Background: an optimization exercise with open tools, aiming at small area, a short achievable clock period and few clock cycles. Do not read the settings as production practice.
Function was checked by simulation only, so behaviour that the tests miss may differ from the original.
Power figures rest on the tool's default switching activity, not on a simulated workload.

==> inputs of trial 96 <==
==> flow/design.v (excerpt) <==
module peak_interval_rate_estimator #(
    parameter int DEPTH = pire_pkg::DEPTH_DEFAULT
) (
    input  logic                           clk,
    input  logic                           rst_n,
    input  logic                           start,
    output logic                           busy,
    input  logic [10:0]                    cmd,
    output logic [20:0]                    result,
    output logic                           result_valid,
    input  logic                           cfg_valid,
    output logic                           cfg_ready,
    input  logic [pire_pkg::SPACING_W-1:0] cfg_data
);
make LEC_CHECK=0 CAP_MARGIN=20 CORE_MARGIN=2 CORE_UTILIZATION=55 SETUP_SLACK_MARGIN=2.6 SLEW_MARGIN=20 finish   # period 5.5 ns
run.sh (not shown) runs the stock make flow with config.mk's settings and CLKGATE_MAP_FILE= SYNTH_SCRIPT=/design/flow/synth_recipe.tcl, a recipe that flattens the netlist after the stock synthesis.
==> trial 6 (differences from trial 96) <==
--- a/flow/design.v
+++ b/flow/design.v
@@ -97,37 +97,34 @@
     input  logic [pire_pkg::AW-1:0]        head,
     input  logic                           last,
     input  logic [pire_pkg::SPACING_W-1:0] spacing,
     output logic [20:0]                    result,
     output logic                           result_valid
 );
     localparam int SW = pire_pkg::SPAN_W;
-    logic                        s1_vld_reg, s2_vld_reg, out_vld_reg;
-    logic                        s1_last_reg, s2_last_reg;
+    logic                        s1_vld_reg, out_vld_reg;
+    logic                        s1_last_reg;
     logic [SW-1:0]               s1_sum_reg, s1_cry_reg;
     logic [SW-1:0]               sum, cry;
-    logic [SW-1:0]               s2_span_reg;
     logic [pire_pkg::AW-1:0]     gap;
     logic [2:0][9:0]             pp;
     logic [9:0]                  sp3_reg;
     logic [20:0]                 out_reg;
     logic [SW-1:0]               span;
     always_ff @(posedge clk or negedge rst_n)
     begin
         if (!rst_n)
         begin
             s1_vld_reg  <= 1'b0;
-            s2_vld_reg  <= 1'b0;
             out_vld_reg <= 1'b0;
         end
         else
         begin
             s1_vld_reg  <= vld;
-            s2_vld_reg  <= s1_vld_reg;
-            out_vld_reg <= s2_vld_reg;
+            out_vld_reg <= s1_vld_reg;
         end
     end
     assign gap = idx - head;
     always_comb
     begin
         for (int d = 0; d < 3; d++)
         begin
@@ -150,17 +147,15 @@
     end
     always_ff @(posedge clk)
     begin
         sp3_reg     <= 10'(spacing) + {1'b0, spacing, 1'b0};
         s1_sum_reg  <= sum;
         s1_cry_reg  <= cry;
         s1_last_reg <= last;
-        s2_span_reg <= span;
-        s2_last_reg <= s1_last_reg;
-        out_reg     <= {s2_span_reg, pire_pkg::rate_of(s2_span_reg), s2_last_reg};
+        out_reg     <= {span, pire_pkg::rate_of(span), s1_last_reg};
     end
     assign result       = out_reg;
     assign result_valid = out_vld_reg;
 endmodule
 `timescale 1ns / 1ps
 module peak_interval_rate_estimator #(
     parameter int DEPTH = pire_pkg::DEPTH_DEFAULT
@@ -178,19 +173,18 @@
 );
     localparam int AW   = pire_pkg::AW;
     localparam int W    = pire_pkg::SAMPLE_W;
     localparam int GB   = pire_pkg::GRP_B;
     localparam int NG   = pire_pkg::NGRP;
     localparam int CAP  = 2;
     localparam int CNTW = 2;
-    logic            cr_v;
-    logic [10:0]     cr_cmd;
-    logic            busy_reg;
-    logic            cr_push, cr_eval, eval_go;
-    logic            done_reg;
+    logic            take, take_push, take_eval;
+    logic            park, busy_reg;
+    logic            eval_go;
+    logic            park_next, full_next;
     logic [CNTW-1:0] cnt, cnt_next;   
     logic                        clr;
     logic [AW-1:0]               wpos;
     logic [NG-1:1]               wq_v;
     logic [NG-1:1][AW-1:0]       wq_a;
     logic [NG-1:1][W-1:0]        wq_d;
     logic [NG-1:0]               r_we;
@@ -210,52 +204,42 @@
     logic             w_empty, w_done, w_load;
     logic [DEPTH-1:0] w_below, h_below;
     logic             e_v;
     logic [AW-1:0]    e_idx;
     logic [pire_pkg::SPACING_W-1:0] spacing_reg;
     assign cfg_ready = 1'b1;
     assign busy      = busy_reg;
-    assign cr_push   = cr_v && !cr_cmd[10];
-    assign cr_eval   = cr_v && cr_cmd[10];
-    assign eval_go   = cr_eval && !busy_reg;
-    assign cnt_next  = cnt + CNTW'(eval_go) - CNTW'(done_reg);
+    assign take      = start && !busy_reg;
+    assign take_push = take && !cmd[10];
+    assign take_eval = take && cmd[10];
+    assign eval_go   = !cnt[1] && (park || take_eval);
+    assign park_next = (park && cnt[1]) || (take_eval && (park || cnt[1]));
+    assign cnt_next  = cnt + CNTW'(eval_go) - CNTW'(w_done);
+    assign full_next = (cnt[1] && !(w_done && !eval_go))
+                    || (cnt[0] && eval_go && !w_done);
     always_ff @(posedge clk or negedge rst_n)
     begin
         if (!rst_n)
         begin
-            cr_v     <= 1'b0;
-            busy_reg <= 1'b0;
+            park     <= 1'b0;
+            busy_reg <= 1'b1;
             cnt      <= '0;
-            done_reg <= 1'b0;
         end
         else
         begin
             cnt      <= cnt_next;
-            done_reg <= w_done;
-            if (!busy_reg)
-            begin
-                cr_v     <= start;
-                busy_reg <= start && cmd[10] && (cnt_next >= CNTW'(CAP));
-            end
-            else
-            begin
-                busy_reg <= cnt_next >= CNTW'(CAP);
-            end
+            park     <= park_next;
+            busy_reg <= park_next;
         end
     end
-    always_ff @(posedge clk)
-    begin
-        if (!busy_reg)
-            cr_cmd <= cmd;
-    end
     always_comb
     begin
-        r_we[NG-1]              = cr_push;
+        r_we[NG-1]              = take_push;
         r_wa[NG-1]              = wpos;
-        r_wd[(NG-1)*GB +: GB]   = cr_cmd[(NG-1)*GB +: GB];
+        r_wd[(NG-1)*GB +: GB]   = cmd[(NG-1)*GB +: GB];
         for (int g = 1; g < NG; g++)
         begin
             r_we[NG-1-g]            = wq_v[g];
             r_wa[NG-1-g]            = wq_a[g];
             r_wd[(NG-1-g)*GB +: GB] = wq_d[g][(NG-1-g)*GB +: GB];
         end
     end
@@ -266,25 +250,25 @@
             clr  <= 1'b1;
             wpos <= '0;
             wq_v <= '0;
         end
         else
         begin
             clr     <= 1'b0;
-            wq_v[1] <= cr_push;
+            wq_v[1] <= take_push;
             for (int g = 2; g < NG; g++)
                 wq_v[g] <= wq_v[g-1];
-            if (cr_push)
+            if (take_push)
                 wpos <= wpos + AW'(1);
         end
     end
     always_ff @(posedge clk)
     begin
         wq_a[1] <= wpos;
-        wq_d[1] <= cr_cmd[W-1:0];
+        wq_d[1] <= cmd[W-1:0];
         for (int g = 2; g < NG; g++)
         begin
             wq_a[g] <= wq_a[g-1];
             wq_d[g] <= wq_d[g-1];
         end
     end
     pire_ram #(
- ABC_AREA: default -> 1
- CORE_UTILIZATION: 55 -> 40
- SETUP_SLACK_MARGIN: 2.6 -> 2.9
==> key figures <==
Final layout
  – Seq area share: between 50% and 60%
  – Share of layout cells above drive strength 1: 7.20%

Pwr
  – Design Power: roughly 33,000 uW
  – PD cells: 554 mW/mm2

Critical path
  – CP delay by family, top: adder cells

Floorplan
  – Tapcells: around 1,800
  – DIE HEIGHT: 367 um

Route
  – Vias: ~44,000

Yosys
  – Syn nets: 5,958
  – Commonest cells in the netlist: nand2_1, inv_1, edfxtp_1

Placed design
  – Placed cell count: 7,589

Run status
  – Status: timing/DRC/antenna clean
(the above is from trial 6)
==> key figures <==
Yosys
  – Commonest cells in the netlist: edfxtp_1, dfxtp_1, a22oi_1
  – Syn nets: approximately 4,000

Placed design
  – Placed cell count: about 5,200

Route
  – Vias: between 40,000 and 50,000

Floorplan
  – Tapcells: 1,186
  – DIE HEIGHT: just over 300 um

Final layout
  – Share of layout cells above drive strength 1: ~15%
  – Seq area share: ~55%

Pwr
  – Design Power: 31,900 uW

Critical path
  – CP delay by family, top: compound AO/OA/AOI/OAI gates

Run status
  – Status: timing/DRC/antenna clean
(the above is from trial 96)
Testbench counts of trial 96, summed over its fixed seeds: cycles 8,201.
Testbench counts of trial 6, summed over its fixed seeds: cycles 7,960.

## re-timing with driven ports
In the flow no input, the clock included, has a driving cell. The finished layouts below were timed again as built, in two steps.
Step 1 sets driving cells, clkbuf_16 on the clock port and buf_2 on the other inputs (assumed; they add their load-dependent delay and slew).
Step 2 also shifts input and output timing later by t, the mid clock arrival at the registers, as if the neighbouring blocks saw the same clock.
Slacks: ideal / step 1 / step 2; pairs: ideal / step 1.
| run | shift t [ns] | slack for setup (ns) | hold WS [ns] |
|---|---|---|---|
| trial 96 | 0.817 | 2.576 / 2.576 / 2.576 | 0.323 / 0.323 / 0.323 |
| trial 6 | 0.839 | 2.875 / 2.875 / 2.361 | 0.324 / 0.324 / 0.324 |
After both steps setup and hold are still met in every run listed. For trial 6, which loses most, drivers alone change the setup slack by 0.000 ns; drivers and shift together by -0.514 ns.
